Context: an optimization exercise on an open-source flow, tuned for small area and a short achievable clock period. The choices shown serve that exercise and are no tape-out recipe.
Where RTL was checked, it was by simulation tests only, not by an equivalence proof against the original.
Function not checked in runs 2 to 6: the RTL went through the layout flow alone.
No driver is modelled on the clock port, so clocking that relies on it looks cheaper here than on a real chip.
Power is estimated from default activity; no workload was simulated.

`flow/config.mk`:
```
export PLATFORM = sky130hd
export DESIGN_NAME = benes_cfg_sequencer
export DESIGN_NICKNAME = benes_cfg_sequencer
export VERILOG_FILES = /design/flow/design.v
export SDC_FILE = /design/flow/constraint.sdc
export NUM_CORES = 4
export LEC_CHECK = 0
export CAP_MARGIN = 20
export CORE_MARGIN = 2
export CORE_UTILIZATION = 40
export SLEW_MARGIN = 20
```
`flow/constraint.sdc`:
```
create_clock -name core_clock -period 3.0 [get_ports {clk}]
set_input_delay 0.6000 -clock core_clock [delete_from_list [all_inputs] [get_ports {clk}]]
set_output_delay 0.6000 -clock core_clock [all_outputs]
set_load 0.01 [all_outputs]
```
`flow/design.v`:
```
package benes_cfg_sequencer_pkg;
   localparam int SIZE       = 32;
   localparam int SWITCH_NUM = SIZE / 2;
   localparam int STAGE_NUM  = 2 * $clog2(SIZE) - 1;
   localparam int CFG_DEPTH  = 16;
   localparam int AW         = $clog2(CFG_DEPTH);
   localparam int SW         = $clog2(STAGE_NUM);
   localparam int CW         = SWITCH_NUM * STAGE_NUM;
   localparam logic [1:0] ST_IDLE  = 2'd0;
   localparam logic [1:0] ST_RUN   = 2'd1;
   localparam logic [1:0] ST_FLUSH = 2'd2;
endpackage
module benes_cfg_sequencer_ram
(
   input  logic                                              clk,
   input  logic                                              rst_n,
   input  logic                                              wr_en,
   input  logic [benes_cfg_sequencer_pkg::AW-1:0]            wr_idx,
   input  logic [benes_cfg_sequencer_pkg::SW-1:0]            wr_stage,
   input  logic [benes_cfg_sequencer_pkg::SWITCH_NUM-1:0]    wr_data,
   input  logic                                              rd_en,
   input  logic [benes_cfg_sequencer_pkg::AW-1:0]            rd_idx,
   output logic [benes_cfg_sequencer_pkg::CW-1:0]            rd_data
);
   localparam int SWITCH_NUM = benes_cfg_sequencer_pkg::SWITCH_NUM;
   localparam int STAGE_NUM  = benes_cfg_sequencer_pkg::STAGE_NUM;
   localparam int CFG_DEPTH  = benes_cfg_sequencer_pkg::CFG_DEPTH;
   localparam int CW         = benes_cfg_sequencer_pkg::CW;
   logic [CW-1:0] rd_data_d;
   logic [CW-1:0] rd_data_q;
   genvar s;
   generate
      for (s = 0; s < STAGE_NUM; s = s + 1) begin : g_stage
         logic [SWITCH_NUM-1:0] mem [0:CFG_DEPTH-1];
         always_ff @(posedge clk) begin
            if (wr_en && (wr_stage == s)) begin
               mem[wr_idx] <= wr_data;
            end
         end
         always_comb begin
            rd_data_d[CW-1-SWITCH_NUM*s -: SWITCH_NUM] = rd_data_q[CW-1-SWITCH_NUM*s -: SWITCH_NUM];
            if (rd_en) begin
               rd_data_d[CW-1-SWITCH_NUM*s -: SWITCH_NUM] = mem[rd_idx];
            end
         end
      end
   endgenerate
   always_ff @(posedge clk or negedge rst_n) begin
      if (!rst_n) begin
         rd_data_q <= '0;
      end else begin
         rd_data_q <= rd_data_d;
      end
   end
   assign rd_data = rd_data_q;
endmodule
module benes_cfg_sequencer
(
   input  logic                                              clk,
   input  logic                                              rst_n,
   input  logic                                              i_cfg_wr_en,
   input  logic [benes_cfg_sequencer_pkg::AW-1:0]            i_cfg_wr_idx,
   input  logic [benes_cfg_sequencer_pkg::SW-1:0]            i_cfg_wr_stage,
   input  logic [benes_cfg_sequencer_pkg::SWITCH_NUM-1:0]    i_cfg_wr_data,
   input  logic                                              i_cmd_valid,
   output logic                                              o_cmd_ready,
   input  logic [benes_cfg_sequencer_pkg::AW-1:0]            i_cmd_base,
   input  logic [benes_cfg_sequencer_pkg::AW:0]              i_cmd_len,
   input  logic                                              i_advance,
   input  logic                                              i_abort,
   output logic [benes_cfg_sequencer_pkg::CW-1:0]            o_switch_set,
   output logic                                              o_cfg_valid,
   output logic [benes_cfg_sequencer_pkg::AW-1:0]            o_cfg_idx,
   output logic                                              o_done,
   output logic                                              o_busy
);
   localparam int         AW       = benes_cfg_sequencer_pkg::AW;
   localparam logic [1:0] ST_IDLE  = benes_cfg_sequencer_pkg::ST_IDLE;
   localparam logic [1:0] ST_RUN   = benes_cfg_sequencer_pkg::ST_RUN;
   localparam logic [1:0] ST_FLUSH = benes_cfg_sequencer_pkg::ST_FLUSH;
   logic [1:0]       state_d,     state_q;
   logic [AW-1:0]    rd_ptr_d,    rd_ptr_q;
   logic [AW:0]      remain_d,    remain_q;
   logic             cfg_valid_d, cfg_valid_q;
   logic [AW-1:0]    cfg_idx_d,   cfg_idx_q;
   logic             done_d,      done_q;
   logic             busy_d,      busy_q;
   logic             cmd_ready_d, cmd_ready_q;
   logic             rd_en;
   logic             accept;
   assign rd_en  = (state_q == ST_RUN) && i_advance;
   assign accept = i_cmd_valid && cmd_ready_q;
   benes_cfg_sequencer_ram u_ram (
      .clk      (clk),
      .rst_n    (rst_n),
      .wr_en    (i_cfg_wr_en),
      .wr_idx   (i_cfg_wr_idx),
      .wr_stage (i_cfg_wr_stage),
      .wr_data  (i_cfg_wr_data),
      .rd_en    (rd_en),
      .rd_idx   (rd_ptr_q),
      .rd_data  (o_switch_set)
   );
   always_comb begin
      state_d     = state_q;
      rd_ptr_d    = rd_ptr_q;
      remain_d    = remain_q;
      cfg_valid_d = rd_en;
      cfg_idx_d   = rd_en ? rd_ptr_q : cfg_idx_q;
      done_d      = 1'b0;
      case (state_q)
         ST_IDLE: begin
            if (accept) begin
               rd_ptr_d = i_cmd_base;
               remain_d = i_cmd_len;
               if (i_cmd_len == '0) begin
                  state_d = ST_FLUSH;
                  done_d  = 1'b1;
               end else begin
                  state_d = ST_RUN;
               end
            end
         end
         ST_RUN: begin
            if (rd_en) begin
               rd_ptr_d = rd_ptr_q + 1'b1;
               remain_d = remain_q - 1'b1;
               if (remain_q == (AW+1)'(1)) begin
                  state_d = ST_FLUSH;
                  done_d  = 1'b1;
               end
            end
            if (i_abort) begin
               state_d = ST_IDLE;
               done_d  = 1'b0;
            end
         end
         ST_FLUSH: begin
            state_d = ST_IDLE;
         end
         default: begin
            state_d = ST_IDLE;
         end
      endcase
      busy_d      = (state_d != ST_IDLE);
      cmd_ready_d = (state_d == ST_IDLE);
   end
   always_ff @(posedge clk or negedge rst_n) begin
      if (!rst_n) begin
         state_q     <= ST_IDLE;
         rd_ptr_q    <= '0;
         remain_q    <= '0;
         cfg_valid_q <= 1'b0;
         cfg_idx_q   <= '0;
         done_q      <= 1'b0;
         busy_q      <= 1'b0;
         cmd_ready_q <= 1'b1;
      end else begin
         state_q     <= state_d;
         rd_ptr_q    <= rd_ptr_d;
         remain_q    <= remain_d;
         cfg_valid_q <= cfg_valid_d;
         cfg_idx_q   <= cfg_idx_d;
         done_q      <= done_d;
         busy_q      <= busy_d;
         cmd_ready_q <= cmd_ready_d;
      end
   end
   assign o_cfg_valid = cfg_valid_q;
   assign o_cfg_idx   = cfg_idx_q;
   assign o_done      = done_q;
   assign o_busy      = busy_q;
   assign o_cmd_ready = cmd_ready_q;
endmodule
```
`flow/run.sh`:
```
#!/bin/bash
# synth_recipe.tcl (not shown) runs the flow's synth.tcl, then flattens the netlist and writes it again
# the make line also repeats each setting of config.mk as NAME=value (left out here)
make -C /OpenROAD-flow-scripts/flow DESIGN_CONFIG=/design/flow/config.mk WORK_HOME=/design/flow/orfs CLKGATE_MAP_FILE= SYNTH_SCRIPT=/design/flow/synth_recipe.tcl finish
```
==> summary.txt, run 1 <==
STA
  – Setup-failing EPs final: 0
  – Final Cycle Share: 90.9%
  – RSZ-0062 raised after global routing: false
  – Fin worst setup slack: 272 ps
  – Worst-Margin Slew: 1020 ps
  – Max-slew violation count: 0
  – Fin crit period: 2730 ps
  – Max-slew headroom: a little under a third
  – Fmax: 367 MHz
  – Clk_skew: 62.6 ps
  – Final Hold Fails: 0

Route
  – Drt first-iter violations: 5007
  – Routed wire length: around 240 mm
  – DRC: 0
  – Post-DR vias/cell: 5.62
  – DRT Pass-1 Iters: 5
  – Via count: 45800
  – Wire per inst: between 20 and 30 µm
  – DRT antenna net count: 0

Global routing
  – GRT overflow: 0
  – Pin count of the biggest net entering global routing: 84
  – Initial antenna violation count: 12
  – Global-route wire length before repair: 346 mm
  – GR Layer Usage met1: between 20% and 30%
  – Met2 Usage GRT: 32.8%
  – Vias in the first global route: 46700
  – Grt met3 use: 3.26%
  – Top Usage Layer GRT: met2
  – GRT Util Overall: between 20% and 30%

Synthesis
  – Netlist Area Pre-Place: 93000 µm²
  – Adder-Cell Fraction of Synth Area: 0.0404%
  – Async SR Flop Fraction: between 6 and 7%
  – Synth Area in Simple Gates: 2.10%
  – Area share of xor/xnor cells in the synthesized design: 0%
  – Ys Warns: 2
  – Synthesized flop and latch total: around 2500
  – Most common flop cell mapped by yosys: edfxtp_1
  – Avg Synthesized Cell Area: around 21 µm²
  – Top cell type's share of synthesized area: around 74%
  – Mapped Cells: 4340
  – Main combinational cell family by area after synthesis: multiplexers
  – Synth area leaders: edfxtp_1 74%, mux4_2 12%, dfrtp_1 4.4%, mux2i_1 2.9%, a22oi_1 1.8%
  – Post-synthesis compound-gate area fraction: around 3.3%
  – Mux share of post-synthesis cell area: ~14%
  – Post-synth EDFFs: 2304
  – Register area share after synthesis: just under 80%
  – Syn nets: 4382
  – Cell accounting for the most synthesized area: edfxtp_1
  – Post-synth cell types: 41

Clocking
  – Postcts setup bufs: 0
  – Clock latency (worst-skew pair): 890 ps
  – H-tree levels: 4
  – CTS clk-pin slew, worst paths: 60 ps
  – Clock Root Buffer: clkbuf_16
  – CTS Sinks: 2467
  – Clock buffers created by TritonCTS: 235
  – CTS tree: yes
  – Post-CTS sizing: 0
  – Clock tree buffer depth: 3
  – CTS Hold Buffers Added: 3

Layout
  – Nets: 4930
  – Most frequent cells in the layout: 2304 x edfxtp_1, 476 x mux4_2, 272 x mux2i_1
  – Final design utilization: 47.7%
  – Most common cell after layout, fill and taps aside: edfxtp_1
  – P&R area growth vs syn: 19.0%
  – Share of cells above drive strength 1: roughly a quarter

Status
  – Status: timing/DRC/antenna clean

Pwr
  – Power Density: 842 nW/µm²
  – LEAKAGE: 35.6 nW
  – Max VDD drop: 0.000582 V

Placed design
  – HPWL after detailed placement: 147 mm
  – GP Congestion: between 0.8 and 0.9
  – Worst slack at placement: -278 ps
  – Port Buffers: 190

Worst setup path
  – R2R depth: 5
  – Flop2flop setup slack: around 370 ps
  – Worst Path Required: around 2400 ps
  – WP buf/inv: 1
  – Slowest cell delay on critical path: 650 ps
  – Worst R2R Start: rd_ptr_q[0]
  – Crit path max-delay family: buffers and inverters
  – Kind of start point of the critical path: register
  – CP cell instances: clkdlybuf4s50_1
  – Critical R2R Capture: u_ram.rd_data_q[101]
  – CP max stage cell: clkdlybuf4s50_1
  – CP Max Fanout: 2
  – Setup Crit Path Kind: reg2out
  – CP Capture Type: primary output
  – Crit path DAT: approximately 2100 ps

Die
  – Ports: roughly 190
  – Core area: 232000 µm²
  – Die width: 486 µm
  – Starting Density: 40.1%
  – Full die area: 236000 µm²
  – Die Span Y: ~500 µm
  – Row Count: between 150 and 200

Flow run
  – Max cap viols: 0

Min path
  – Worst Hold Path EP: u_ram.g_stage[8].mem[6][3]
  – Hold path startpoint: i_cfg_wr_data[3]
  – HP Class: in2reg
  – Hold depth: 1
-- cell type report --
cell class                      instances  area, µm²
Fill cell                           18700     121000
Sequential cell                      2467      73300
Multi-Input combinational cell       1620      18800
Timing Repair Buffer                  557       6660
Clock buffer                          325       6520
Tap cell                             3043       3810
Clock inverter                        124       1610
Inverter                                7       26.3
Antenna cell                            7       17.5
-- how the worst max path moves through the flow --
stage                        start                           to  slack (ps)  depth (start not counted)
4_1_cts        u_ram.rd_data_q[43]             o_switch_set[43]         180                          1
3_5_place_dp     i_cfg_wr_stage[0]  u_ram.g_stage[0].mem[10][7]        -280                          6
6_report       u_ram.rd_data_q[43]             o_switch_set[43]         270                          1
2_1_floorplan    i_cfg_wr_stage[3]  u_ram.g_stage[3].mem[10][0]         500                          4
3_3_place_gp           i_cfg_wr_en  u_ram.g_stage[0].mem[10][5]        -690                          6
5_1_grt        u_ram.rd_data_q[43]             o_switch_set[43]         180                          1
-- layer usage --
layer | vias up | share of wire (%)
li1 | 19200 | -
met1 | 24800 | 43
met2 | 1574 | 49
met3 | 305 | 6.4
met4 | 4 | 2.4
met5 | - | 0.0091
-- synthesized netlist by cell type, types with 3 or more instances --
| cell type | n |
|---|---|
| o21ai_0 | 15 |
| o22ai_1 | 17 |
| mux4_2 | 476 |
| mux2i_1 | 272 |
| buf_1 | 13 |
| clkbuf_1 | 92 |
| dfrtp_1 | 162 |
| nor2_2 | 3 |
| ha_1 | 3 |
| edfxtp_1 | 2304 |
| nand3_1 | 104 |
| a21o_1 | 18 |
| a32oi_1 | 3 |
| nor2_1 | 169 |
| buf_4 | 16 |
| a21oi_1 | 4 |
| nand2_1 | 152 |
| and2_1 | 4 |
| buf_6 | 19 |
| o211ai_1 | 123 |
| o2bb2ai_1 | 3 |
| nor2b_1 | 13 |
| buf_2 | 105 |
| inv_1 | 7 |
| a22oi_1 | 224 |
-- logic make-up after synthesis --
logic type	Yosys count
compound gates	411
flops	2467
mux	748
fa+ha+maj	3
buf+inv	253
simple gates	458
-- flip-flops by register name, summed over array words and instances, names as in the netlist --
| register | flops |
|---|---|
| cfg_idx_q | 4 |
| cmd_ready_q | 1 |
| cfg_valid_q | 1 |
| busy_q | 1 |
| u_ram.rd_data_q | 144 |
| rd_ptr_q | 4 |
| remain_q | 5 |
| done_q | 1 |
| u_ram.g_stage.mem | 2304 |
| state_q | 2 |
-- per-stage QoR --
stage / total power, mW / hold WS, ps / setup TNS [ps] / instance area, µm² / std cells
after detailed placement: 63.6 / 466 / -100620 / 102000 / 7691
after CTS: 94.2 / 115 / 0 / 111000 / 8143
final: 93.2 / 159 / 0 / 111000 / 8150
after global placement: 63.5 / 463 / -522930 / 102000 / 7691
after floorplan: 53.8 / 304 / 0 / 93000 / 4340
after global routing: 96.6 / 133 / 0 / 111000 / 8145
-- where the power goes --
part | switching (mW) | internal [mW]
clock network | 13.0 | 17.6
registers | 1.54 | 38.7
logic | 11.8 | 10.4
total | 26.4 | 66.8
==> run 2, diff against run 1 <==
--- a/flow/design.v
+++ b/flow/design.v
@@ -19,7 +19,7 @@
    input  logic [benes_cfg_sequencer_pkg::SW-1:0]            wr_stage,
    input  logic [benes_cfg_sequencer_pkg::SWITCH_NUM-1:0]    wr_data,
    input  logic                                              rd_en,
-   input  logic [benes_cfg_sequencer_pkg::AW-1:0]            rd_idx,
+   input  logic [benes_cfg_sequencer_pkg::CFG_DEPTH-1:0]     rd_sel,
    output logic [benes_cfg_sequencer_pkg::CW-1:0]            rd_data
 );
    localparam int SWITCH_NUM = benes_cfg_sequencer_pkg::SWITCH_NUM;
@@ -28,23 +28,23 @@
    localparam int CW         = benes_cfg_sequencer_pkg::CW;
    logic [CW-1:0] rd_data_d;
    logic [CW-1:0] rd_data_q;
-   genvar s;
+   logic [CW-1:0] row [CFG_DEPTH];
+   logic [CW-1:0] rd_or [CFG_DEPTH+1];
+   assign rd_or[0] = '0;
+   genvar e, s;
    generate
-      for (s = 0; s < STAGE_NUM; s = s + 1) begin : g_stage
-         logic [SWITCH_NUM-1:0] mem [0:CFG_DEPTH-1];
-         always_ff @(posedge clk) begin
-            if (wr_en && (wr_stage == s)) begin
-               mem[wr_idx] <= wr_data;
+      for (e = 0; e < CFG_DEPTH; e = e + 1) begin : g_entry
+         for (s = 0; s < STAGE_NUM; s = s + 1) begin : g_stage
+            always_ff @(posedge clk) begin
+               if (wr_en && (wr_idx == e) && (wr_stage == s)) begin
+                  row[e][CW-1-SWITCH_NUM*s -: SWITCH_NUM] <= wr_data;
+               end
             end
          end
-         always_comb begin
-            rd_data_d[CW-1-SWITCH_NUM*s -: SWITCH_NUM] = rd_data_q[CW-1-SWITCH_NUM*s -: SWITCH_NUM];
-            if (rd_en) begin
-               rd_data_d[CW-1-SWITCH_NUM*s -: SWITCH_NUM] = mem[rd_idx];
-            end
-         end
+         assign rd_or[e+1] = rd_or[e] | (row[e] & {CW{rd_sel[e]}});
       end
    endgenerate
+   assign rd_data_d = rd_en ? rd_or[CFG_DEPTH] : rd_data_q;
    always_ff @(posedge clk or negedge rst_n) begin
       if (!rst_n) begin
          rd_data_q <= '0;
@@ -80,6 +80,7 @@
    localparam logic [1:0] ST_FLUSH = benes_cfg_sequencer_pkg::ST_FLUSH;
    logic [1:0]       state_d,     state_q;
    logic [AW-1:0]    rd_ptr_d,    rd_ptr_q;
+   logic [benes_cfg_sequencer_pkg::CFG_DEPTH-1:0] rd_sel_d, rd_sel_q;
    logic [AW:0]      remain_d,    remain_q;
    logic             cfg_valid_d, cfg_valid_q;
    logic [AW-1:0]    cfg_idx_d,   cfg_idx_q;
@@ -98,12 +99,13 @@
       .wr_stage (i_cfg_wr_stage),
       .wr_data  (i_cfg_wr_data),
       .rd_en    (rd_en),
-      .rd_idx   (rd_ptr_q),
+      .rd_sel   (rd_sel_q),
       .rd_data  (o_switch_set)
    );
    always_comb begin
       state_d     = state_q;
       rd_ptr_d    = rd_ptr_q;
+      rd_sel_d    = rd_sel_q;
       remain_d    = remain_q;
       cfg_valid_d = rd_en;
       cfg_idx_d   = rd_en ? rd_ptr_q : cfg_idx_q;
@@ -112,6 +114,8 @@
          ST_IDLE: begin
             if (accept) begin
                rd_ptr_d = i_cmd_base;
+               rd_sel_d = '0;
+               rd_sel_d[i_cmd_base] = 1'b1;
                remain_d = i_cmd_len;
                if (i_cmd_len == '0) begin
                   state_d = ST_FLUSH;
@@ -124,6 +128,7 @@
          ST_RUN: begin
             if (rd_en) begin
                rd_ptr_d = rd_ptr_q + 1'b1;
+               rd_sel_d = {rd_sel_q[benes_cfg_sequencer_pkg::CFG_DEPTH-2:0], rd_sel_q[benes_cfg_sequencer_pkg::CFG_DEPTH-1]};
                remain_d = remain_q - 1'b1;
                if (remain_q == (AW+1)'(1)) begin
                   state_d = ST_FLUSH;
@@ -149,6 +154,7 @@
       if (!rst_n) begin
          state_q     <= ST_IDLE;
          rd_ptr_q    <= '0;
+         rd_sel_q    <= 16'd1;
          remain_q    <= '0;
          cfg_valid_q <= 1'b0;
          cfg_idx_q   <= '0;
@@ -158,6 +164,7 @@
       end else begin
          state_q     <= state_d;
          rd_ptr_q    <= rd_ptr_d;
+         rd_sel_q    <= rd_sel_d;
          remain_q    <= remain_d;
          cfg_valid_q <= cfg_valid_d;
          cfg_idx_q   <= cfg_idx_d;
--- a/flow/config.mk
+++ b/flow/config.mk
@@ -7,5 +7,6 @@
 export LEC_CHECK = 0
 export CAP_MARGIN = 20
 export CORE_MARGIN = 2
-export CORE_UTILIZATION = 40
+export CORE_UTILIZATION = 60
+export SETUP_SLACK_MARGIN = 1.0
 export SLEW_MARGIN = 20
==> run 2 against run 1 <==
Non-clock buffer count up 272. Global-route usage up 15 points. Highest routed layer unchanged. First-iteration DRC count up 57%. Still clean on timing, DRC and antenna. Critical path depth up 6. Critical path type is now reg2reg. Hold slack worse by 70 ps. Routed wire length up 16%. Die area down 36%.
==> summary.txt, run 2 <==
Status
  – Status: timing/DRC/antenna clean

Route
  – DRT Pass-1 Iters: 6
  – Via count: between 50000 and 60000
  – Routed wire length: 280 mm
  – Wire per inst: 36.9 µm
  – Post-DR vias/cell: 7.04
  – DRT antenna net count: 0
  – DRC: 0
  – Drt first-iter violations: ~8000

Pwr
  – LEAKAGE: 37.3 nW
  – Max VDD drop: about 0.00083 V
  – Power Density: 926 nW/µm²

Layout
  – Number of fill cells: ~9000
  – Max reg flops: 2304
  – Most frequent cells in the layout: 2304 x edfxtp_1, 558 x a22o_1, 430 x buf_4
  – Most common cell after layout, fill and taps aside: edfxtp_1
  – Biggest registers after layout: u_ram.row: 2304 flops, u_ram.rd_data_q: 144 flops, rd_sel_q: 16 flops
  – Finished Cell Area: 110000 µm²
  – Share of cells above drive strength 1: 30.2%
  – P&R area growth vs syn: 23.2%
  – Finished Layout Cells: between 7000 and 8000
  – Reg with most FFs: u_ram.row
  – Nets: 5506

Synthesis
  – Top cell type's share of synthesized area: roughly 77%
  – Register area share after synthesis: 82.4%
  – Post-synth cell types: 45
  – Ys Warns: 4
  – Post-synthesis compound-gate area fraction: 12.5%
  – Avg Synthesized Cell Area: approximately 19 µm²
  – Cell accounting for the most synthesized area: edfxtp_1
  – Synthesized flop and latch total: ~2500
  – Async SR Flop Fraction: 7.21%
  – Post-synth top cells: 2304 x edfxtp_1, 577 x a22o_1, 576 x a221oi_1
  – Adder-Cell Fraction of Synth Area: 0.0980%
  – Netlist Area Pre-Place: 89400 µm²
  – Most common flop cell mapped by yosys: edfxtp_1
  – Mapped Cells: between 4000 and 5000
  – Syn nets: around 4800
  – Area share of xor/xnor cells in the synthesized design: 0.0462%
  – Synth Area in Simple Gates: 3.18%
  – Post-synth EDFFs: 2304
  – Mux share of post-synthesis cell area: less than 1%
  – Synth area leaders: edfxtp_1 77%, a22o_1 5.7%, a221oi_1 5.6%, dfrtp_1 5.0%, and4_1 1.4%
  – Main combinational cell family by area after synthesis: compound AO/OA/AOI/OAI gates
  – Most common cell in the netlist: edfxtp_1

STA
  – Final Hold Fails: 0
  – Fmax: 472 MHz
  – Final Cycle Share: 70.7%
  – Setup_tns: 0 ps
  – Fin worst setup slack: 880 ps
  – RSZ-0062 raised after global routing: true
  – Clk_skew: 27.7 ps
  – Fin crit period: 2120 ps
  – Max-slew violation count: 0
  – Setup-failing EPs final: 0
  – Worst-Margin Slew: 804 ps
  – Max-slew headroom: 46.4%

Clocking
  – CTS tree: yes
  – CTS clk-pin slew, worst paths: ~60 ps
  – Clock tree buffer depth: 3
  – Clock buffers created by TritonCTS: 235
  – Clock latency (worst-skew pair): 860 ps
  – H-tree levels: 4
  – Clock Root Buffer: clkbuf_16
  – CTS Sinks: approximately 2500

Die
  – Core area: 148000 µm²
  – Die width: slightly below 400 µm
  – Starting Density: 60.5%
  – Row Count: 141
  – Ports: around 190
  – Die Span Y: 390 µm
  – Full die area: 152000 µm²

Placed design
  – Worst slack at placement: 182 ps
  – HPWL after detailed placement: 153 mm
  – Port Buffers: 190
  – GP Congestion: 0.868
  – Placed Cells: between 6000 and 7000
  – Area after DPL: 96800 µm²

Flow run
  – Max cap viols: 0

Global routing
  – Pin count of the biggest net entering global routing: 134
  – Initial antenna violation count: 14
  – GRT overflow: 0
  – Global-route wire length before repair: ~380 mm
  – Vias in the first global route: 49600
  – GRT Util Overall: 35.3%

Worst setup path
  – CP Max Fanout: 12
  – Kind of start point of the critical path: register
  – Setup Crit Path Kind: reg2reg
  – Flop2flop setup slack: between 800 and 900 ps
  – R2R depth: 7
  – Worst Path Required: 3720 ps
  – Crit path DAT: 2840 ps
  – CP Capture Type: register

Min path
  – HP Class: in2reg
  – Hold depth: 1
## run 2: changes by cell type after synthesis, sizes merged, moves of 73 or more
cell / delta
a22o: +577
a221oi: +575
mux4: -476
mux2i: -271
a22oi: -223
and4: +144
o21ai: +137
o211ai: -122
nand3: -93
buf: +73
## run 2: metrics by stage
| step | utilization, % | total power [mW] | hold slack [ps] |
|---|---|---|---|
| floorplan | - | 52.3 | 304 |
| global placement | 65.5 | 64.0 | 461 |
| detailed placement | 65.5 | 64.1 | 469 |
| CTS | 72.5 | 97.2 | 42.1 |
| global route | 74.4 | 104 | 70.6 |
| finish | 74.4 | 102 | 89.1 |
## run 2: cell type report
class	count	area (µm²)	area share, %
Inverter	7	26.3	0.0239
Multi-Input combinational cell	1904	17400	15.8
Tap cell	1930	2410	2.19
Antenna cell	6	15.0	0.0136
Clock buffer	325	6680	6.07
Sequential cell	2483	73700	67.0
Clock inverter	114	1070	0.970
Timing Repair Buffer	829	8720	7.92
## run 2: kinds of logic (layout without fill, tap and decap cells)
group           after synthesis  count (layout)
other cells                   0               6
mux                           1               1
flops                      2483            2483
simple gates                539             539
buf+inv                     319            1275
fa+ha+maj                     7               7
xor+xnor                      3               3
compound gates             1354            1354
## run 2: repair_timing
| item | 4_1_cts | 5_1_grt |
|---|---|---|
| gates cloned | 15 | 22 |
| hold endpoints to repair | 80 | 0 |
| buffers inserted | 116 | 94 |
| setup endpoints to repair | 294 | 575 |
| gates resized for setup | 946 | 284 |
| hold buffers | 4 | 0 |
| pin swaps | 45 | 100 |
## run 2: report_power, final
part           internal (mW)  switching [mW]
clock                   17.1            12.6
sequential              39.2            1.03
combinational           12.9            19.2
## run 2: worst paths after layout
check,start,endpoint
min in group asynchronous,rst_n,state_q[0]
max reg2reg,rd_sel_q[14],u_ram.rd_data_q[88]
max,rd_sel_q[14],u_ram.rd_data_q[88]
max in group asynchronous,rst_n,u_ram.rd_data_q[94]
min,i_cfg_wr_data[10],u_ram.row[5][90]
min reg2reg,u_ram.rd_data_q[14],u_ram.rd_data_q[14]
## run 2: critical path, stage by stage (launching register included)
cell      delay [ps]
dfrtp_4          590
buf_12           180
buf_4            150
buf_12           150
a22o_1           200
a221oi_1         330
and4_1           290
o21ai_1           60
## run 2: layer usage
layer	vias up	global-route usage, %	wire length, µm
li1	21500	-	-
met1	27700	53.2	110000
met2	3846	53.3	128000
met3	487	7.08	33900
met4	16	9.91	8690
met5	-	0	106
==> run 3, diff against run 2 <==
--- a/flow/design.v
+++ b/flow/design.v
@@ -18,8 +18,8 @@
    input  logic [benes_cfg_sequencer_pkg::AW-1:0]            wr_idx,
    input  logic [benes_cfg_sequencer_pkg::SW-1:0]            wr_stage,
    input  logic [benes_cfg_sequencer_pkg::SWITCH_NUM-1:0]    wr_data,
-   input  logic                                              rd_en,
-   input  logic [benes_cfg_sequencer_pkg::CFG_DEPTH-1:0]     rd_sel,
+   input  logic [benes_cfg_sequencer_pkg::CFG_DEPTH-1:0]     rd_gsel,
+   input  logic                                              rd_hold,
    output logic [benes_cfg_sequencer_pkg::CW-1:0]            rd_data
 );
    localparam int SWITCH_NUM = benes_cfg_sequencer_pkg::SWITCH_NUM;
@@ -30,7 +30,7 @@
    logic [CW-1:0] rd_data_q;
    logic [CW-1:0] row [CFG_DEPTH];
    logic [CW-1:0] rd_or [CFG_DEPTH+1];
-   assign rd_or[0] = '0;
+   assign rd_or[0] = rd_data_q & {CW{rd_hold}};
    genvar e, s;
    generate
       for (e = 0; e < CFG_DEPTH; e = e + 1) begin : g_entry
@@ -41,10 +41,10 @@
                end
             end
          end
-         assign rd_or[e+1] = rd_or[e] | (row[e] & {CW{rd_sel[e]}});
+         assign rd_or[e+1] = rd_or[e] | (row[e] & {CW{rd_gsel[e]}});
       end
    endgenerate
-   assign rd_data_d = rd_en ? rd_or[CFG_DEPTH] : rd_data_q;
+   assign rd_data_d = rd_or[CFG_DEPTH];
    always_ff @(posedge clk or negedge rst_n) begin
       if (!rst_n) begin
          rd_data_q <= '0;
@@ -98,8 +98,8 @@
       .wr_idx   (i_cfg_wr_idx),
       .wr_stage (i_cfg_wr_stage),
       .wr_data  (i_cfg_wr_data),
-      .rd_en    (rd_en),
-      .rd_sel   (rd_sel_q),
+      .rd_gsel  (rd_sel_q & {benes_cfg_sequencer_pkg::CFG_DEPTH{rd_en}}),
+      .rd_hold  (!rd_en),
       .rd_data  (o_switch_set)
    );
    always_comb begin
--- a/flow/config.mk
+++ b/flow/config.mk
@@ -8,5 +8,8 @@
 export CAP_MARGIN = 20
 export CORE_MARGIN = 2
 export CORE_UTILIZATION = 60
-export SETUP_SLACK_MARGIN = 1.0
+export CTS_CLUSTER_DIAMETER = 50
+export CTS_CLUSTER_SIZE = 25
+export SETUP_SLACK_MARGIN = 1.1
 export SLEW_MARGIN = 20
+export TNS_END_PERCENT = 5
==> run 3 against run 2 <==
Still clean on timing, DRC and antenna. Routed wire length shrank 2.4%. Cell area is 4.3% lower. Total power is 11% lower. Via count down 0.98%. Register-to-register slack better by 30 ps. Non-clock buffer count is 146 lower. Flip-flop and latch count did not move. Global-route usage is 0.088 points higher. Final cell count fell by 3.1%. Largest cell class unchanged. Largest power group unchanged. Highest routed layer unchanged.
==> summary.txt, run 3 <==
Synthesis
  – Post-synth EDFFs: 2304
  – Top cell type's share of synthesized area: 77.5%
  – Synthesized flop and latch total: between 2000 and 2500
  – Most common cell in the netlist: edfxtp_1
  – Post-synth top cells: 2304 x edfxtp_1, 572 x a221oi_1, 514 x a22o_1
  – Most common flop cell mapped by yosys: edfxtp_1
  – Register area share after synthesis: 82.5%
  – Syn nets: 4767
  – Cell accounting for the most synthesized area: edfxtp_1
  – Mapped Cells: ~4700
  – Async SR Flop Fraction: between 7 and 8%
  – Ys Warns: 4
  – Synth area leaders: edfxtp_1 78%, a221oi_1 5.6%, a22o_1 5.0%, dfrtp_1 5.0%, and4_1 1.4%
  – Netlist Area Pre-Place: just under 90000 µm²
  – Avg Synthesized Cell Area: 18.9 µm²
  – Post-synth cell types: just over 50

Worst setup path
  – Kind of start point of the critical path: input pin
  – CP cell instances: clkdlybuf4s50_1 -> and3_1 -> nand3_1 -> buf_4 -> nor2_2 -> buf_4
  – Crit path DAT: 2630 ps
  – CP dominant cell by count: buf_4
  – CP Max Fanout: 16
  – Slowest cell delay on critical path: 660 ps
  – CP Capture Type: register
  – CP max stage cell: clkdlybuf4s50_1
  – Worst Path Required: 3490 ps
  – Setup Crit Path Kind: in2reg

Pwr
  – Max VDD drop: just over 0.0009 V
  – Power Density: roughly 870 nW/µm²
  – Total power: 91.2 mW
  – LEAKAGE: 34.3 nW

Layout
  – FF+latch area: 73800 µm²
  – Nets: 5318
  – Most frequent cells in the layout: 2304 x edfxtp_1, 551 x a221oi_1, 513 x a22o_1
  – Reg with most FFs: u_ram.row
  – Finished Layout Cells: 7364
  – Most common cell after layout, fill and taps aside: edfxtp_1
  – Multi-input gate area: roughly 15000 µm²
  – Share of cells above drive strength 1: a little over a fifth
  – Biggest registers after layout: u_ram.row: 2304 flops, u_ram.rd_data_q: 144 flops, rd_sel_q: 16 flops
  – Number of fill cells: about 9000
  – Finished Cell Area: 105000 µm²
  – Max reg flops: 2304
  – P&R area growth vs syn: 18.0%

Clocking
  – CTS Sinks: 2483
  – CTS tree: yes
  – H-tree levels: 4
  – Clock Root Buffer: clkbuf_16
  – Clock buffers created by TritonCTS: 180
  – Clock latency (worst-skew pair): around 850 ps
  – CTS clk-pin slew, worst paths: 80 ps
  – Clock tree buffer depth: 3

STA
  – Setup-failing EPs final: 0
  – Fmax: 468 MHz
  – Final Hold Fails: 0
  – Final Cycle Share: 71.3%
  – Worst-Margin Slew: 899 ps
  – Max-slew headroom: roughly 40%
  – Max-slew violation count: 0
  – RSZ-0062 raised after global routing: true
  – Clk_skew: approximately 32 ps
  – Fin crit period: 2140 ps

Die
  – Core area: 148000 µm²
  – Starting Density: roughly three fifths
  – Die width: 390 µm
  – Die Span Y: 390 µm
  – Ports: around 190
  – Row Count: 141
  – Full die area: ~150000 µm²

Placed design
  – HPWL after detailed placement: 149 mm
  – Area after DPL: between 90000 and 100000 µm²
  – Placed Cells: a little under 7000
  – GP Congestion: ~0.83
  – Port Buffers: 190

Min path
  – HP Class: in2reg

Route
  – Drt first-iter violations: 7946
  – DRC: 0
  – DRT Pass-1 Iters: 8
  – DRT antenna net count: 0
  – Wire per inst: 37.1 µm
  – Via count: 53000
  – Post-DR vias/cell: ~7
  – Routed wire length: between 200 and 300 mm

Global routing
  – GRT Util Overall: 35.4%
  – Pin count of the biggest net entering global routing: 145
  – Global-route wire length before repair: 378 mm
  – GRT overflow: 0
  – Initial antenna violation count: 9
  – Vias in the first global route: around 50000

Status
  – Status: timing/DRC/antenna clean

Flow run
  – Max cap viols: 0
## run 3: changes by cell type in the layout (fill, tap and decap cells not counted), sizes merged, moves of 15 or more
cell           delta
a32oi            -15
clkinv           -24
a22oi            +58
inv              +64
nand2            -67
nor2             +71
clkbuf          -134
a22o             -63
buf             -218
clkdlybuf4s15    +78
## run 3: kinds of logic (layout without fill, tap and decap cells)
logic type / after synthesis / count (layout) / share of synthesized area (%)
flops: 2483 / 2483 / 82.5
mux: 2 / 2 / 0.0224
simple gates: 563 / 563 / 3.34
fa+ha+maj: 7 / 7 / 0.0981
buf+inv: 320 / 1029 / 1.62
compound gates: 1346 / 1346 / 12.4
other cells: 0 / 4 / 0
## run 3: metal layers
layer  track usage [%]  part of all wire (%)  up-vias
met4              9.18                   2.7        6
li1                  -                     -    21100
met1              53.2                    39    27800
met2              54.2                    46     3666
met5                 0                 0.015        -
met3              6.89                    12      420
## run 3: per-stage QoR
stage                     setup TNS (ps)  hold WS [ps]  setup slack (ps)  utilization, %
after global placement           -116680           458              -373            65.7
final                                  0           147               861            71.3
after CTS                              0           100               881            70.8
after floorplan                        0           304               621               -
after detailed placement         -101390           469              -343            65.7
after global routing                   0           129               887            71.3
## run 3: report_power, final
part,switching [mW],internal [mW],total (mW)
Sequential,1.58,39.1,40.6
Clock,13.6,13.0,26.6
Combinational,14.6,9.30,23.9
## run 3: worst paths after layout
kind,startpoint,end,slack (ps),cells after the start
setup / recovery,i_cfg_wr_idx[2],u_ram.row[15][31],860,6
hold / removal,i_cfg_wr_data[4],u_ram.row[1][84],150,1
setup reg to reg,rd_sel_q[7],u_ram.rd_data_q[73],910,6
hold reg to reg,u_ram.row[9][111],u_ram.rd_data_q[111],470,2
max in group asynchronous,rst_n,u_ram.rd_data_q[77],1890,3
min in group asynchronous,rst_n,u_ram.rd_data_q[5],240,2
## run 3: worst max-delay path: cells and delay by family
kind	cells	cell delay (ps)
buf+inv	3	1250
simple gates	3	750
## run 3: final cells by class
class,instances,area share (%)
antenna,4,0.00951
clock buffer,193,4.48
timing repair buffer,683,7.38
multi-input combinational,1918,14.0
inverter,6,0.0261
sequential,2483,70.1
tap,1930,2.29
clock inverter,147,1.80
## run 3: repair_timing
item	in CTS	in global routing
buffers inserted	62	42
hold buffers	1	0
gates resized for setup	531	62
pin swaps	1	6
cloned	1	6
setup endpoints to repair	1817	2375
hold endpoints to repair	61	0
==> run 4, diff against run 3 <==
==> flow/flow/run.sh (new file) <==
#!/bin/bash
# Own layout flow: the standard ORFS flow (standard.sh, unchanged synthesis) with
#  - a clock tree without dummy balancing loads and with larger sink clusters, and
#  - the setup repair margin applied only after CTS, once clock latencies are real.
# Every tool's output lands in the ORFS logs under orfs/logs; make's own output in standard.log.
set -euo pipefail
here=$(cd "$(dirname "${BASH_SOURCE[0]}")" && pwd)
export CTS_ARGS="-sink_clustering_enable -repair_clock_nets -dont_use_dummy_load -sink_clustering_size 25 -sink_clustering_max_diameter 50"
export PRE_CTS_TCL=$here/margin.tcl
export PRE_GLOBAL_ROUTE_TCL=$here/margin.tcl
bash standard.sh > standard.log 2>&1
==> flow/flow/margin.tcl (new file) <==
# Setup margin for the post-CTS repair passes (propagated clocks).
set ::env(SETUP_SLACK_MARGIN) 1.2
==> flow/standard.sh (new file) <==
#!/bin/bash
# synth_recipe.tcl (not shown) runs the flow's synth.tcl, then flattens the netlist and writes it again
# the make line also repeats each setting of config.mk as NAME=value (left out here)
make -C /OpenROAD-flow-scripts/flow DESIGN_CONFIG=/design/flow/config.mk WORK_HOME=/design/flow/orfs CLKGATE_MAP_FILE= SYNTH_SCRIPT=/design/flow/synth_recipe.tcl "${@:-finish}"
--- a/flow/config.mk
+++ b/flow/config.mk
@@ -8,8 +8,4 @@
 export CAP_MARGIN = 20
 export CORE_MARGIN = 2
 export CORE_UTILIZATION = 60
-export CTS_CLUSTER_DIAMETER = 50
-export CTS_CLUSTER_SIZE = 25
-export SETUP_SLACK_MARGIN = 1.1
 export SLEW_MARGIN = 20
-export TNS_END_PERCENT = 5
removed: flow/run.sh
==> run 4 against run 3 <==
Still clean on timing, DRC and antenna. Setup slack got worse by 25 ps. Sequential power barely moved. Utilization rose by 4.1 points. Critical endpoint is now u_ram.rd_data_q[20].
==> summary.txt, run 4 <==
Worst setup path
  – Setup Crit Path Kind: reg2reg
  – CP cell instances: buf_12 -> buf_12 -> buf_16 -> buf_16 -> a22o_4 -> a221oi_4 -> and4_4 -> o21ai_2
  – CP Capture Type: register
  – CP max stage cell: dfrtp_4
  – Flop2flop setup slack: around 840 ps
  – Worst Path Required: 3710 ps
  – Kind of start point of the critical path: register
  – Critical R2R Capture: u_ram.rd_data_q[20]
  – CP Max Fanout: 8
  – Crit path DAT: 2870 ps
  – Worst R2R Start: rd_sel_q[1]
  – WP buf/inv: 4
  – R2R depth: 8
  – Slowest cell delay on critical path: 520 ps
  – Crit path max-delay family: buffers and inverters

Synthesis
  – Cell accounting for the most synthesized area: edfxtp_1
  – Netlist Area Pre-Place: 89200 µm²
  – Synth area leaders: edfxtp_1 78%, a221oi_1 5.6%, a22o_1 5.0%, dfrtp_1 5.0%, and4_1 1.4%
  – Register area share after synthesis: between 80% and 90%
  – Post-synth cell types: 51
  – Post-synth EDFFs: 2304
  – Syn nets: 4767
  – Async SR Flop Fraction: 7.21%
  – Most common cell in the netlist: edfxtp_1
  – Mapped Cells: between 4000 and 5000
  – Avg Synthesized Cell Area: between 15 and 20 µm²
  – Post-synth top cells: 2304 x edfxtp_1, 572 x a221oi_1, 514 x a22o_1
  – Ys Warns: 4
  – Top cell type's share of synthesized area: 77.5%
  – Synthesized flop and latch total: 2483
  – Most common flop cell mapped by yosys: edfxtp_1

Route
  – DRC: 0
  – Via count: between 50000 and 60000
  – DRT Pass-1 Iters: 5
  – Drt first-iter violations: roughly 9400
  – DRT antenna net count: 0
  – Post-DR vias/cell: 7.43
  – Routed wire length: 309 mm
  – Wire per inst: roughly 40 µm

Placed design
  – HPWL after detailed placement: about 150 mm
  – Area after DPL: approximately 97000 µm²
  – GP Congestion: 0.844
  – Port Buffers: 190

STA
  – Max-slew violation count: 0
  – Final Hold Fails: 0
  – Setup_tns: 0 ps
  – Setup-failing EPs final: 0
  – Fmax: between 400 and 500 MHz
  – Final Cycle Share: 72.1%
  – Fin crit period: between 2000 and 2500 ps
  – Clk_skew: 52.5 ps
  – Worst-Margin Slew: 905 ps
  – Max-slew headroom: 39.7%
  – RSZ-0062 raised after global routing: true

Die
  – Die Span Y: 390 µm
  – Core area: 148000 µm²
  – Ports: 191
  – Die width: 390 µm
  – Row Count: 141
  – Starting Density: 60.4%
  – Full die area: 152000 µm²

Layout
  – Most common cell after layout, fill and taps aside: edfxtp_1
  – Max reg flops: 2304
  – FF+latch area: 73800 µm²
  – Reg with most FFs: u_ram.row
  – Most frequent cells in the layout: 2304 x edfxtp_1, 502 x a22o_1, 367 x buf_4
  – Nets: 5622
  – Biggest registers after layout: u_ram.row: 2304 flops, u_ram.rd_data_q: 144 flops, rd_sel_q: 16 flops
  – P&R area growth vs syn: 24.7%
  – Share of cells above drive strength 1: 32.3%
  – Finished Cell Area: around 110000 µm²
  – Multi-input gate area: 17600 µm²
  – Number of fill cells: 8383

Global routing
  – Global-route wire length before repair: 413 mm
  – Pin count of the biggest net entering global routing: 145
  – Initial antenna violation count: 12
  – GRT Util Overall: 39.7%
  – Vias in the first global route: 51700
  – GRT overflow: 0

Clocking
  – CTS clk-pin slew, worst paths: 90 ps
  – Clock buffers created by TritonCTS: approximately 180
  – CTS Sinks: 2483
  – Clock latency (worst-skew pair): approximately 840 ps
  – CTS tree: yes

Pwr
  – Power Density: approximately 890 nW/µm²
  – LEAKAGE: 36.8 nW
  – Max VDD drop: about 0.00074 V

Status
  – Status: timing/DRC/antenna clean

Min path
  – HP Class: in2reg
  – Worst Hold Path EP: u_ram.row[11][87]
  – Hold path startpoint: i_cfg_wr_data[7]
  – Hold depth: 1

Flow run
  – Max cap viols: 0
==> run 4: cell counts after synthesis <==
Identical to the previous run, type by type.
==> run 4: metrics by stage <==
| stage | std cells | hold WS [ps] | setup slack, ps | power, mW | utilization [%] |
|---|---|---|---|---|---|
| after floorplan | 4721 | 304 | 621 | 51.4 | - |
| after global placement | 6897 | 459 | 75.4 | 62.5 | 65.8 |
| after detailed placement | 6897 | 462 | 44.1 | 62.6 | 65.8 |
| after CTS | 7384 | 17.6 | 906 | 95.0 | 73.7 |
| after global routing | 7504 | 53.8 | 869 | 101 | 75.4 |
| final | 7509 | 56.1 | 836 | 99.3 | 75.4 |
==> run 4: layer usage <==
metal | vias to the layer above | wire, µm | global-route usage [%]
met2 | 4671 | 139000 | 59.3
met3 | 677 | 44200 | 10.3
met4 | 10 | 12600 | 14.3
met1 | 28800 | 113000 | 57.2
met5 | - | 69 | 0
li1 | 21600 | - | -
==> run 4: cell type report <==
cell class	count	share of cell area, %
inverters	6	0.0270
well taps	1930	2.17
repair buffers	988	11.8
clock buffers	177	3.98
diodes	5	0.0112
multi-input cells	1920	15.8
flip-flops and latches	2483	66.3
==> run 4: how the worst max path moves through the flow <==
stage | start | endpoint | slack (ps) | depth (start not counted)
3_5_place_dp | i_cfg_wr_idx[2] | u_ram.row[7][51] | 40 | 7
2_1_floorplan | i_cfg_wr_idx[0] | u_ram.row[1][0] | 620 | 5
3_3_place_gp | i_cfg_wr_idx[2] | u_ram.row[7][52] | 80 | 7
6_report | rd_sel_q[1] | u_ram.rd_data_q[20] | 840 | 8
5_1_grt | rd_sel_q[1] | u_ram.rd_data_q[20] | 870 | 8
4_1_cts | cmd_ready_q | o_cmd_ready | 910 | 1
==> run 4: kinds of logic (layout without fill, tap and decap cells) <==
kind of cell,count (synthesis),after routing,share of synthesized area (%)
simple gates,563,565,3.34
buf+inv,320,1171,1.62
other cells,0,5,0
mux,2,2,0.0224
compound gates,1346,1346,12.4
fa+ha+maj,7,7,0.0981
flops,2483,2483,82.5
==> run 4: power by group <==
part / switching (mW) / total, mW / internal, mW
combinational: 20.6 / 37.6 / 17.0
sequential: 1.35 / 40.4 / 39.1
clock: 10.9 / 21.3 / 10.4
==> run 4: timing repair <==
item                                   in CTS  in global routing
setup buffers                             239                108
setup endpoints to repair                1799               1428
gates cloned                               70                 12
endpoints found under the hold margin      55                  0
pin swaps                                 205                192
gates resized for setup                  1338                277
hold buffers                                1                  0
==> run 5, diff against run 4 <==
--- a/flow/design.v
+++ b/flow/design.v
@@ -6,6 +6,7 @@
    localparam int AW         = $clog2(CFG_DEPTH);
    localparam int SW         = $clog2(STAGE_NUM);
    localparam int CW         = SWITCH_NUM * STAGE_NUM;
+   localparam int SEL_COPIES = 9;
    localparam logic [1:0] ST_IDLE  = 2'd0;
    localparam logic [1:0] ST_RUN   = 2'd1;
    localparam logic [1:0] ST_FLUSH = 2'd2;
@@ -18,7 +19,7 @@
    input  logic [benes_cfg_sequencer_pkg::AW-1:0]            wr_idx,
    input  logic [benes_cfg_sequencer_pkg::SW-1:0]            wr_stage,
    input  logic [benes_cfg_sequencer_pkg::SWITCH_NUM-1:0]    wr_data,
-   input  logic [benes_cfg_sequencer_pkg::CFG_DEPTH-1:0]     rd_gsel,
+   input  logic [benes_cfg_sequencer_pkg::SEL_COPIES*benes_cfg_sequencer_pkg::CFG_DEPTH-1:0] rd_gsel,
    input  logic                                              rd_hold,
    output logic [benes_cfg_sequencer_pkg::CW-1:0]            rd_data
 );
@@ -28,23 +29,25 @@
    localparam int CW         = benes_cfg_sequencer_pkg::CW;
    logic [CW-1:0] rd_data_d;
    logic [CW-1:0] rd_data_q;
-   logic [CW-1:0] row [CFG_DEPTH];
-   logic [CW-1:0] rd_or [CFG_DEPTH+1];
-   assign rd_or[0] = rd_data_q & {CW{rd_hold}};
+   localparam int NSEL       = benes_cfg_sequencer_pkg::SEL_COPIES;
    genvar e, s;
    generate
-      for (e = 0; e < CFG_DEPTH; e = e + 1) begin : g_entry
-         for (s = 0; s < STAGE_NUM; s = s + 1) begin : g_stage
+      for (s = 0; s < STAGE_NUM; s = s + 1) begin : g_stage
+         localparam int G = (s * NSEL) / STAGE_NUM;
+         logic [SWITCH_NUM-1:0] mem [CFG_DEPTH];
+         logic [SWITCH_NUM-1:0] sel_or [CFG_DEPTH+1];
+         assign sel_or[0] = rd_data_q[CW-1-SWITCH_NUM*s -: SWITCH_NUM] & {SWITCH_NUM{rd_hold}};
+         for (e = 0; e < CFG_DEPTH; e = e + 1) begin : g_entry
             always_ff @(posedge clk) begin
                if (wr_en && (wr_idx == e) && (wr_stage == s)) begin
-                  row[e][CW-1-SWITCH_NUM*s -: SWITCH_NUM] <= wr_data;
+                  mem[e] <= wr_data;
                end
             end
+            assign sel_or[e+1] = sel_or[e] | (mem[e] & {SWITCH_NUM{rd_gsel[G*CFG_DEPTH+e]}});
          end
-         assign rd_or[e+1] = rd_or[e] | (row[e] & {CW{rd_gsel[e]}});
+         assign rd_data_d[CW-1-SWITCH_NUM*s -: SWITCH_NUM] = sel_or[CFG_DEPTH];
       end
    endgenerate
-   assign rd_data_d = rd_or[CFG_DEPTH];
    always_ff @(posedge clk or negedge rst_n) begin
       if (!rst_n) begin
          rd_data_q <= '0;
@@ -80,7 +83,9 @@
    localparam logic [1:0] ST_FLUSH = benes_cfg_sequencer_pkg::ST_FLUSH;
    logic [1:0]       state_d,     state_q;
    logic [AW-1:0]    rd_ptr_d,    rd_ptr_q;
-   logic [benes_cfg_sequencer_pkg::CFG_DEPTH-1:0] rd_sel_d, rd_sel_q;
+   localparam int NSEL      = benes_cfg_sequencer_pkg::SEL_COPIES;
+   localparam int DEPTH     = benes_cfg_sequencer_pkg::CFG_DEPTH;
+   logic [NSEL*DEPTH-1:0] rd_sel_d, rd_sel_q;
    logic [AW:0]      remain_d,    remain_q;
    logic             cfg_valid_d, cfg_valid_q;
    logic [AW-1:0]    cfg_idx_d,   cfg_idx_q;
@@ -98,7 +103,7 @@
       .wr_idx   (i_cfg_wr_idx),
       .wr_stage (i_cfg_wr_stage),
       .wr_data  (i_cfg_wr_data),
-      .rd_gsel  (rd_sel_q & {benes_cfg_sequencer_pkg::CFG_DEPTH{rd_en}}),
+      .rd_gsel  (rd_sel_q & {NSEL*DEPTH{rd_en}}),
       .rd_hold  (!rd_en),
       .rd_data  (o_switch_set)
    );
@@ -115,7 +120,7 @@
             if (accept) begin
                rd_ptr_d = i_cmd_base;
                rd_sel_d = '0;
-               rd_sel_d[i_cmd_base] = 1'b1;
+               for (int g = 0; g < NSEL; g++) rd_sel_d[g*DEPTH + i_cmd_base] = 1'b1;
                remain_d = i_cmd_len;
                if (i_cmd_len == '0) begin
                   state_d = ST_FLUSH;
@@ -128,7 +133,8 @@
          ST_RUN: begin
             if (rd_en) begin
                rd_ptr_d = rd_ptr_q + 1'b1;
-               rd_sel_d = {rd_sel_q[benes_cfg_sequencer_pkg::CFG_DEPTH-2:0], rd_sel_q[benes_cfg_sequencer_pkg::CFG_DEPTH-1]};
+               for (int g = 0; g < NSEL; g++)
+                  rd_sel_d[g*DEPTH +: DEPTH] = {rd_sel_q[g*DEPTH +: DEPTH-1], rd_sel_q[g*DEPTH + DEPTH-1]};
                remain_d = remain_q - 1'b1;
                if (remain_q == (AW+1)'(1)) begin
                   state_d = ST_FLUSH;
@@ -154,7 +160,7 @@
       if (!rst_n) begin
          state_q     <= ST_IDLE;
          rd_ptr_q    <= '0;
-         rd_sel_q    <= 16'd1;
+         rd_sel_q    <= {NSEL{16'd1}};
          remain_q    <= '0;
          cfg_valid_q <= 1'b0;
          cfg_idx_q   <= '0;
==> flow/run.sh (new file) <==
#!/bin/bash
# synth_recipe.tcl (not shown) runs the flow's synth.tcl, then flattens the netlist and writes it again
# the make line also repeats each setting of config.mk as NAME=value (left out here)
make -C /OpenROAD-flow-scripts/flow DESIGN_CONFIG=/design/flow/config.mk WORK_HOME=/design/flow/orfs CLKGATE_MAP_FILE= SYNTH_SCRIPT=/design/flow/synth_recipe.tcl finish
--- a/flow/config.mk
+++ b/flow/config.mk
@@ -8,4 +8,7 @@
 export CAP_MARGIN = 20
 export CORE_MARGIN = 2
 export CORE_UTILIZATION = 60
+export CTS_CLUSTER_DIAMETER = 50
+export CTS_CLUSTER_SIZE = 25
+export SETUP_SLACK_MARGIN = 1.3
 export SLEW_MARGIN = 20
removed: flow/flow/run.sh
removed: flow/flow/margin.tcl
removed: flow/standard.sh
==> run 5 against run 4 <==
First-iteration DRC count is 12% higher. Total power is 12% higher. Critical path depth rose by 3. Clock power rose by 28%. Die area up 6.0%. Largest cell class unchanged.
==> summary.txt, run 5 <==
Status
  – Status: timing/DRC/antenna clean

Clocking
  – Clock Root Buffer: clkbuf_16
  – Clock latency (worst-skew pair): 850 ps
  – CTS clk-pin slew, worst paths: 100 ps
  – Clock tree buffer depth: 3
  – CTS Sinks: 2611
  – CTS tree: yes
  – Clock buffers created by TritonCTS: 182
  – H-tree levels: 4

Route
  – Wire per inst: between 30 and 40 µm
  – DRC: 0
  – Post-DR vias/cell: 7.25
  – DRT antenna net count: 0
  – Drt first-iter violations: 10600
  – Via count: ~62000
  – Routed wire length: ~320 mm
  – DRT Pass-1 Iters: 8

Min path
  – Worst Hold Path EP: u_ram.g_stage[3].mem[15][0]
  – Hold path startpoint: i_cfg_wr_data[0]
  – Hold depth: 1
  – HP Class: in2reg

Layout
  – Max reg flops: 2304
  – Most common cell after layout, fill and taps aside: edfxtp_1
  – Most frequent cells in the layout: 2304 x edfxtp_1, 546 x buf_4, 446 x a22o_1
  – Number of fill cells: about 8300
  – Reg with most FFs: u_ram.g_stage.mem
  – Share of cells above drive strength 1: between 30% and 40%
  – Nets: between 6000 and 7000
  – P&R area growth vs syn: 28.0%
  – Biggest registers after layout: u_ram.g_stage.mem: 2304 flops, rd_sel_q: 144 flops, u_ram.rd_data_q: 144 flops

STA
  – Worst hold slack: 167 ps
  – Fin crit period: 2180 ps
  – Max-slew headroom: between 30% and 40%
  – Max-slew violation count: 0
  – Fmax: between 400 and 500 MHz
  – Worst-Margin Slew: about 950 ps
  – Final Cycle Share: a little over 70%
  – Setup_tns: 0 ps
  – Final Hold Fails: 0
  – Clk_skew: roughly 32 ps
  – RSZ-0062 raised after global routing: true
  – Setup-failing EPs final: 0

Synthesis
  – Post-synth cell types: 64
  – Cell accounting for the most synthesized area: edfxtp_1
  – Register area share after synthesis: roughly 81%
  – Synthesized flop and latch total: 2611
  – Syn nets: 5403
  – Post-synth EDFFs: between 2000 and 2500
  – Ys Warns: 20
  – Netlist Area Pre-Place: between 90000 and 100000 µm²
  – Most common cell in the netlist: edfxtp_1
  – Top cell type's share of synthesized area: 73.1%
  – Mapped Cells: around 5400
  – Post-synth top cells: 2304 x edfxtp_1, 450 x a221oi_1, 446 x a22o_1
  – Async SR Flop Fraction: roughly an eighth
  – Avg Synthesized Cell Area: 17.7 µm²
  – Synth area leaders: edfxtp_1 73%, dfrtp_1 7.8%, a221oi_1 4.2%, a22o_1 4.1%, a22oi_1 1.5%
  – Most common flop cell mapped by yosys: edfxtp_1

Pwr
  – LEAKAGE: 41.0 nW
  – Power Density: 917 nW/µm²
  – Max VDD drop: 0.000926 V

Die
  – Full die area: 161000 µm²
  – Starting Density: 60.5%
  – Die Span Y: 401 µm
  – Die width: 401 µm
  – Core area: 156000 µm²
  – Ports: 191
  – Row Count: 145

Worst setup path
  – Worst Path Required: between 3000 and 4000 ps
  – Critical R2R Capture: rd_sel_q[124]
  – CP Capture Type: register
  – Crit path DAT: 2900 ps
  – Kind of start point of the critical path: register
  – Flop2flop setup slack: 820 ps
  – R2R depth: 11
  – CP Max Fanout: 8
  – Worst R2R Start: state_q[1]
  – Setup Crit Path Kind: reg2reg

Global routing
  – GRT Util Overall: 36.9%
  – GRT overflow: 0
  – Initial antenna violation count: 12
  – Pin count of the biggest net entering global routing: 145
  – Vias in the first global route: 56900
  – Global-route wire length before repair: 422 mm

Placed design
  – GP Congestion: ~0.89
  – HPWL after detailed placement: 157 mm
  – Port Buffers: 190

Flow run
  – Max cap viols: 0
==> run 5: power by group <==
group	switching, mW	leakage, nW	internal (mW)
combinational	17.9	13.7	16.7
clock	14.2	3.16	13.0
sequential	7.31	24.1	42.0
==> run 5: worst max path at each step <==
stage	startpoint	to	slack (ps)	depth (start not counted)
5_1_grt	state_q[1]	rd_sel_q[124]	830	11
4_1_cts	u_ram.rd_data_q[97]	o_switch_set[97]	890	1
2_1_floorplan	i_cfg_wr_en	u_ram.g_stage[8].mem[15][0]	740	4
6_report	state_q[1]	rd_sel_q[124]	820	11
3_5_place_dp	i_cmd_base[0]	rd_sel_q[7]	80	10
3_3_place_gp	i_cmd_base[0]	rd_sel_q[36]	90	10
==> run 5: what timing repair did <==
item / CTS / global route
setup buffers: 344 / 169
hold buffers: 1 / 0
pin swaps: 85 / 189
endpoints found under the hold margin: 21 / 0
cloned: 61 / 32
endpoints found under the setup margin: 2754 / 757
resized for setup: 1275 / 694
==> run 5: kinds of logic after synthesis <==
family	Yosys count	share of synthesized area, %
fa+ha+maj	9	0.119
flops	2611	81.2
simple gates	807	4.10
buf+inv	407	1.69
compound gates	1519	12.9
xor+xnor	2	0.0264
==> run 5: area by class of cell <==
class,instances,area [µm²],area share [%]
Clock inverter,146,1810,1.50
Inverter,11,70.1,0.0578
Multi-Input combinational cell,2343,20800,17.1
Antenna cell,3,7.51,0.00619
Tap cell,2058,2570,2.12
Sequential cell,2611,77300,63.8
Timing Repair Buffer,1153,13900,11.5
Clock buffer,197,4720,3.89
==> run 5: critical path, stage by stage, from the launching register on <==
cell	delay [ps]
dfrtp_2	410
nand3b_1	250
buf_12	200
buf_16	150
buf_8	130
nand2_8	100
buf_12	110
buf_12	120
buf_16	170
buf_6	110
nor2_2	30
a31oi_1	270
==> run 5: through the flow <==
step / instances / utilization, % / setup slack [ps] / power [mW] / instance area, µm²
finish: 8522 / 77.5 / 824 / 111 / 121000
detailed placement: 7569 / 66.2 / 81.6 / 67.7 / 103000
global placement: 7568 / 66.2 / 92.7 / 67.4 / 103000
global route: 8519 / 77.5 / 834 / 113 / 121000
CTS: 8318 / 74.3 / 888 / 102 / 116000
floorplan: 5355 / - / 744 / 56.4 / 95800
==> run 5: per-layer routing <==
metal	part of all wire, %	vias up	GRT usage [%]	wire length (µm)
li1	-	24100	-	-
met1	37	31500	54.2	119000
met2	45	5096	55.9	145000
met3	14	1036	8.36	44200
met4	5.0	14	11.4	16100
met5	0.060	-	0.595	195
==> run 6, diff against run 5 <==
--- a/flow/design.v
+++ b/flow/design.v
@@ -6,7 +6,7 @@
    localparam int AW         = $clog2(CFG_DEPTH);
    localparam int SW         = $clog2(STAGE_NUM);
    localparam int CW         = SWITCH_NUM * STAGE_NUM;
-   localparam int SEL_COPIES = 9;
+   localparam int SEL_COPIES = 3;
    localparam logic [1:0] ST_IDLE  = 2'd0;
    localparam logic [1:0] ST_RUN   = 2'd1;
    localparam logic [1:0] ST_FLUSH = 2'd2;
==> run 6 against run 5 <==
Still clean. Sequential power decreased by 15%. First-iteration DRC count decreased by 13%. Utilization increased by 0.82 points.
==> summary.txt, run 6 <==
Min path
  – HP Class: in2reg

STA
  – RSZ-0062 raised after global routing: true
  – Final Hold Fails: 0
  – Fmax: between 400 and 500 MHz
  – Fin crit period: 2230 ps
  – Max-slew headroom: 35.3%
  – Max-slew violation count: 0
  – Clk_skew: 40.8 ps
  – Setup_tns: 0 ps
  – Fin worst setup slack: between 700 and 800 ps
  – Final Cycle Share: between 70% and 80%
  – Worst-Margin Slew: 971 ps
  – Setup-failing EPs final: 0

Die
  – Full die area: 154000 µm²
  – Ports: 191
  – Core area: 150000 µm²
  – Die Span Y: 393 µm
  – Row Count: 142
  – Starting Density: 60.5%
  – Die width: 393 µm

Worst setup path
  – Setup Crit Path Kind: reg2out
  – Slowest cell delay on critical path: 670 ps
  – Worst R2R Start: cmd_ready_q
  – Critical R2R Capture: rd_ptr_q[0]
  – R2R depth: 7
  – CP Capture Type: primary output
  – CP Max Fanout: 2
  – Worst Path Required: 2400 ps
  – Worst setup path startpoint: cmd_ready_q
  – Crit path DAT: 1630 ps
  – Kind of start point of the critical path: register
  – Flop2flop setup slack: 1050 ps
  – WP buf/inv: 1
  – Cell count along the critical path: 1
  – Setup crit end: o_cmd_ready
  – CP cell instances: buf_6
  – CP max stage cell: dfstp_2
  – Crit path max-delay family: flip-flops

Layout
  – Most common cell after layout, fill and taps aside: edfxtp_1
  – Nets: between 5000 and 6000
  – Max reg flops: approximately 2300
  – Reg with most FFs: u_ram.g_stage.mem
  – Biggest registers after layout: u_ram.g_stage.mem: 2304 flops, u_ram.rd_data_q: 144 flops, rd_sel_q: 48 flops
  – P&R area growth vs syn: 29.6%
  – Share of cells above drive strength 1: roughly 37%
  – Finished Cell Area: approximately 120000 µm²
  – Finished Layout Cells: 8070
  – Most frequent cells in the layout: 2304 x edfxtp_1, 451 x a22o_1, 413 x buf_4

Clocking
  – H-tree levels: 4
  – CTS clk-pin slew, worst paths: ~80 ps
  – Clock buffers created by TritonCTS: 179
  – Clock Root Buffer: clkbuf_16
  – Clock latency (worst-skew pair): 850 ps
  – CTS tree: yes
  – CTS Sinks: between 2000 and 3000
  – Clock tree buffer depth: 3

Pwr
  – Power Density: 917 nW/µm²
  – LEAKAGE: 39.8 nW
  – Max VDD drop: 0.000827 V

Placed design
  – Port Buffers: 190
  – GP Congestion: 0.829
  – Placed Cells: 7185
  – Worst slack at placement: between 150 and 200 ps
  – HPWL after detailed placement: between 150 and 200 mm
  – Area after DPL: about 100000 µm²

Synthesis
  – Post-synth top cells: 2304 x edfxtp_1, 498 x a221oi_1, 472 x a22o_1
  – Avg Synthesized Cell Area: approximately 18 µm²
  – Async SR Flop Fraction: 8.39%
  – Netlist Area Pre-Place: 90700 µm²
  – Syn nets: 4983
  – Most common cell in the netlist: edfxtp_1
  – Post-synth cell types: 53
  – Most common flop cell mapped by yosys: edfxtp_1
  – Post-synth EDFFs: 2304
  – Synth area leaders: edfxtp_1 76%, dfrtp_1 5.7%, a221oi_1 4.8%, a22o_1 4.6%, a22oi_1 1.4%
  – Top cell type's share of synthesized area: 76.3%
  – Synthesized flop and latch total: 2515
  – Cell accounting for the most synthesized area: edfxtp_1
  – Ys Warns: 20
  – Register area share after synthesis: between 80% and 90%
  – Mapped Cells: approximately 5000

Route
  – Wire per inst: about 37 µm
  – Drt first-iter violations: 9185
  – DRC: 0
  – DRT antenna net count: 0
  – Via count: about 57000
  – Routed wire length: ~300 mm
  – Post-DR vias/cell: roughly 7.1
  – DRT Pass-1 Iters: 8

Global routing
  – Global-route wire length before repair: 407 mm
  – GRT Util Overall: 38.1%
  – Vias in the first global route: approximately 53000
  – Initial antenna violation count: 17
  – Pin count of the biggest net entering global routing: roughly 150
  – GRT overflow: 0

Flow run
  – Max cap viols: 0

Status
  – Status: timing/DRC/antenna clean
[run 6: worst reg2reg max path, stage by stage, from the launching register on]
cell	delay [ps]
dfstp_2	670
buf_4	160
nand3b_1	170
a21oi_4	240
buf_6	160
buf_12	140
a21oi_1	70
o221a_2	250
[run 6: what timing repair did]
| action | in CTS | in global routing |
|---|---|---|
| pin swaps | 200 | 249 |
| endpoints found under the setup margin | 2430 | 662 |
| cloned | 42 | 20 |
| hold buffers | 3 | 0 |
| hold endpoints to repair | 46 | 0 |
| resized for setup | 1483 | 372 |
| setup buffers | 339 | 143 |
[run 6: power by group]
part | switching (mW) | internal, mW | leakage (nW)
sequential | 2.00 | 39.9 | 23.0
combinational | 21.3 | 18.1 | 13.6
clock | 13.4 | 13.1 | 3.12
[run 6: cell families after synthesis]
group | share of synthesized area [%]
DFF | 82.1
AOI/OAI and AO/OA | 12.5
and+or+nand+nor | 3.55
buffers and inverters | 1.60
adders and majority gates | 0.124
muxes | 0.0359
xor gates and xnor gates | 0.0193
[run 6: metal layers]
metal / up-vias / routed length (µm) / share of wire, % / track usage (%)
met4: 18 / 12500 / 4.1 / 12.5
met5: - / 181 / 0.060 / 0.447
met2: 4411 / 139000 / 46 / 58.3
li1: 22700 / - / - / -
met1: 29300 / 113000 / 37 / 54.2
met3: 669 / 37900 / 13 / 9.79
[run 6: worst min path at each step]
stage / startpoint / endpoint / cells past startpoint / slack, ps
floorplan: rst_n / busy_q / 0 / 300
global placement: u_ram.rd_data_q[22] / u_ram.rd_data_q[22] / 2 / 450
detailed placement: u_ram.rd_data_q[22] / u_ram.rd_data_q[22] / 2 / 460
CTS: i_cfg_wr_data[14] / u_ram.g_stage[5].mem[2][14] / 1 / 20
global route: i_cfg_wr_data[14] / u_ram.g_stage[5].mem[12][14] / 1 / 20
finish: i_cfg_wr_data[14] / u_ram.g_stage[5].mem[2][14] / 1 / 50
[run 6: layout make-up]
cell class	count	area, µm²
antenna	3	7.51
clock buffer	192	4640
clock inverter	143	1800
fill	8062	32500
inverter	8	80.1
multi-input combinational	2070	19500
sequential	2515	74700
tap	2016	2520
timing repair buffer	1123	14300
[run 6: per-stage QoR]
| stage | hold WS [ps] | util (%) | total power, mW |
|---|---|---|---|
| 5_1_grt | 16.3 | 78.3 | 110 |
| 6_report | 50.5 | 78.3 | 108 |
| 3_3_place_gp | 454 | 66.7 | 64.5 |
| 2_1_floorplan | 304 | - | 53.1 |
| 3_5_place_dp | 460 | 66.7 | 64.7 |
| 4_1_cts | 22.7 | 76.1 | 102 |

what the ideal ports hide:
Ports are ideal in the flow. The routed layouts listed here were re-timed in OpenROAD.
Step 1: set_driving_cell puts a clkbuf_16 on clk and a buf_2 on each other input, an assumption about the parent block.
Step 2 also shifts input and output timing later by t, the mid clock arrival at the registers, as if the neighbouring blocks saw the same clock.
a / b / c = ideal ports / drivers / drivers and shift; a / b = the first two.
| run | t (ns) | setup WS [ns] | worst hold slack (ns) | worst data-port slew with drivers (ns) | cell pins on the clock port's net |
|---|---|---|---|---|---|
| run 1 | 0.951 | 0.272 / 0.181 / -0.333 | 0.159 / 0.096 / 0.475 | 0.25 | 1 |
| run 2 | 0.940 | 0.880 / 0.812 / 0.049 | 0.089 / 0.022 / 0.471 | 0.15 | 1 |
| run 3 | 0.914 | 0.861 / 0.830 / -0.004 | 0.147 / 0.088 / 0.472 | 0.22 | 1 |
| run 4 | 0.911 | 0.836 / 0.836 / 0.224 | 0.056 / 0.016 / 0.465 | 0.20 | 1 |
| run 5 | 0.929 | 0.824 / 0.765 / 0.016 | 0.167 / 0.094 / 0.479 | 0.15 | 1 |
| run 6 | 0.914 | 0.775 / 0.692 / 0.244 | 0.051 / -0.003 / 0.470 | 0.20 | 1 |
With both steps, setup timing fails in run 1 and run 3, where it was met with ideal ports. The setup slack of run 3, which loses most, moves by -0.031 ns with the drivers and by -0.865 ns with both steps.
